Context: an optimization exercise on an open-source flow, tuned for small area, a short achievable clock period and few clock cycles per item. The choices shown serve that exercise and are no tape-out recipe. Function was checked by simulation only, so behaviour that the tests miss may differ from the original. Power and IR drop assume default switching activity.

## wbcc_top
module wbcc_top (
    input  wire        clk,
    input  wire        rst_n,
    input  wire        start,
    output wire        busy,
    input  wire [2:0]  item_kind,
    input  wire [31:0] item_block_id,
    input  wire [3:0]  item_slot,
    input  wire        item_wb_fail,
    input  wire        item_rd_fail,
    output wire        res_valid,
    output wire [1:0]  res_command,
    output wire [3:0]  res_slot,
    output wire [31:0] res_block,
    output wire        res_failed,
    output wire        res_hit,
    output wire        res_last,
    input  wire        cfg_valid,
    output wire        cfg_ready,
    input  wire [4:0]  cfg_data
);
export LEC_CHECK = 0
export CAP_MARGIN = 20
export CORE_MARGIN = 2
export CORE_UTILIZATION = 50
export CTS_BUF_LIST = sky130_fd_sc_hd__clkbuf_16
export CTS_CLUSTER_DIAMETER = 90
export CTS_CLUSTER_SIZE = 22
export PLACE_DENSITY = 0.7
export SETUP_SLACK_MARGIN = 2.5
export SLEW_MARGIN = 20
create_clock -name core_clock -period 6.5 [get_ports {clk}]
run.sh (not shown) runs the stock make flow with config.mk's settings and CLKGATE_MAP_FILE= SYNTH_SCRIPT=/design/flow/synth_recipe.tcl, a recipe that flattens the netlist after the stock synthesis.
Testbench counts at the start, summed over its fixed seeds: cycles 7,484, items 5,120.
Edit:
--- a/flow/config.mk
+++ b/flow/config.mk
@@ -9,3 +9,3 @@
 export CORE_MARGIN = 2
-export CORE_UTILIZATION = 50
+export CORE_UTILIZATION = 58
 export CTS_BUF_LIST = sky130_fd_sc_hd__clkbuf_16
@@ -13,3 +13,2 @@
 export CTS_CLUSTER_SIZE = 22
-export PLACE_DENSITY = 0.7
 export SETUP_SLACK_MARGIN = 2.5
Outcome: First-iteration DRC count grows by about a fifth. Global-route usage climbs by 6.3 points. Cell count drops by a few percent. Via count climbs by a few percent. Critical path depth drops by 1. Die area drops by roughly a tenth. Design area drops slightly. Fmax went down slightly.
Edit:
--- a/flow/config.mk
+++ b/flow/config.mk
@@ -9,3 +9,3 @@
 export CORE_MARGIN = 2
-export CORE_UTILIZATION = 58
+export CORE_UTILIZATION = 50
 export CTS_BUF_LIST = sky130_fd_sc_hd__clkbuf_16
@@ -13,3 +13,3 @@
 export CTS_CLUSTER_SIZE = 22
-export SETUP_SLACK_MARGIN = 2.5
+export SETUP_SLACK_MARGIN = 2.8
 export SLEW_MARGIN = 20
After rerunning: Via count is lower by a few percent. Utilization is lower by 7.9 points. Final area increases by a few percent. Cell count goes up by a few percent. Clock-buffer cell count rose by 2. Setup slack gets better by 0.13 ns. Global-route usage goes down by 5.7 points. Total power grows slightly. Non-clock buffer count is higher by 41. Worst hold slack is worse by 0.0079 ns.
Edit:
--- a/flow/config.mk
+++ b/flow/config.mk
@@ -9,3 +9,3 @@
 export CORE_MARGIN = 2
-export CORE_UTILIZATION = 50
+export CORE_UTILIZATION = 45
 export CTS_BUF_LIST = sky130_fd_sc_hd__clkbuf_16
@@ -13,3 +13,3 @@
 export CTS_CLUSTER_SIZE = 22
-export SETUP_SLACK_MARGIN = 2.8
+export SETUP_SLACK_MARGIN = 3.5
 export SLEW_MARGIN = 20
The new run completed with no timing, DRC or antenna violations.
Die area went up by roughly a tenth.
Count of clock-buffer cells in the layout decreases by 2.
Global-route usage goes down by 2.7 points.
Edit:
--- a/flow/config.mk
+++ b/flow/config.mk
@@ -9,3 +9,3 @@
 export CORE_MARGIN = 2
-export CORE_UTILIZATION = 45
+export CORE_UTILIZATION = 50
 export CTS_BUF_LIST = sky130_fd_sc_hd__clkbuf_16
@@ -13,3 +13,3 @@
 export CTS_CLUSTER_SIZE = 22
-export SETUP_SLACK_MARGIN = 3.5
+export SETUP_SLACK_MARGIN = 2.2
 export SLEW_MARGIN = 20
Result: Area after synthesis stays the same; first-iteration DRC count drops by 13%; final area goes down by 14%; via count decreases by 9.0%; total power came out lower by 8.6%; worst hold slack hardly moves; register-to-register slack gets worse by 0.49 ns; die area fell by 9.9%; clock power hardly moves.


Setup of red:
wbcc_top, a different RTL version from the one above (not shown whole).
Size: about 3,800 cells after synthesis, about 840 flip-flops, roughly 44,000 µm² of cells after synthesis.
==> flow/design.v (excerpt) <==
module wbcc_top (
    input  wire        clk,
    input  wire        rst_n,
    input  wire        start,
    output wire        busy,
    input  wire [2:0]  item_kind,
    input  wire [31:0] item_block_id,
    input  wire [3:0]  item_slot,
    input  wire        item_wb_fail,
    input  wire        item_rd_fail,
    output wire        res_valid,
    output wire [1:0]  res_command,
    output wire [3:0]  res_slot,
    output wire [31:0] res_block,
    output wire        res_failed,
    output wire        res_hit,
    output wire        res_last,
    input  wire        cfg_valid,
    output wire        cfg_ready,
    input  wire [4:0]  cfg_data
);
clock: 6.5 ns
lec_check: 0
cap_margin: 20
core_margin: 2
core_utilization: 40
slew_margin: 20
red ran to completion and came out clean on the timing, design-rule and antenna checks.
Testbench counts of red, summed over its fixed seeds: cycles 7,484, items 5,120.
The inputs of blue differ from those of red as listed below.
- SETUP_SLACK_MARGIN newly set to 2.0
--- outcome ---
The wire length on met1 on red is in line with that on blue. Compared with red, in blue routed wire length +1.9 mm, H-tree depth reported by CTS ~0 delta, area occupied by registers ~0 delta, clock network power +about 3%. Of the two values seen for startpoint of the worst setup timing path, item_block_id[0] was produced by red and u_core.z_a[6]$_DFF_P_ by blue. blue vs red: fraction of cell area in non-clock buffers up in blue. Area: blue vs red -> blue larger. Sort blue and red by fraction of the cycle the final worst path needs, ascending, and blue comes first. The synthesized area was comparable across blue and red.

==> static timing again, ports no longer ideal <==
In the flow no input, the clock included, has a driving cell. The finished layouts below were timed again as built, in two steps. Step 1 sets driving cells, clkbuf_16 on the clock port and buf_2 on the other inputs (assumed; they add their load-dependent delay and slew). Step 2 moves the port delays by t, midway between the first and last clock arrival at a register: inputs arrive t later, outputs are due t later. That takes back most of the time a late clock gives input paths. Three values: ideal ports, drivers, drivers and shift; two values: the first two.
run | t, ns | setup WS [ns] | clock arrival spread, ns
the first run of note 1 | 0.730 | 2.252 / 2.288 / 1.558 | 0.073 / 0.073
the second run of note 1 | 0.719 | 2.214 / 2.253 / 1.534 | 0.083 / 0.084
the third run of note 1 | 0.736 | 2.346 / 2.376 / 1.640 | 0.046 / 0.047
the fourth run of note 1 | 0.757 | 2.382 / 2.406 / 1.649 | 0.068 / 0.068
the fifth run of note 1 | 0.726 | 2.114 / 2.114 / 1.606 | 0.054 / 0.053
red | 0.745 | 0.969 / 0.987 / 0.271 | 0.055 / 0.054
blue | 0.742 | 1.939 / 1.939 / 1.415 | 0.072 / 0.073
After both steps every run listed still meets setup and hold. For the fourth run of note 1, which loses most, drivers alone change the setup slack by +0.024 ns; drivers and shift together by -0.733 ns.
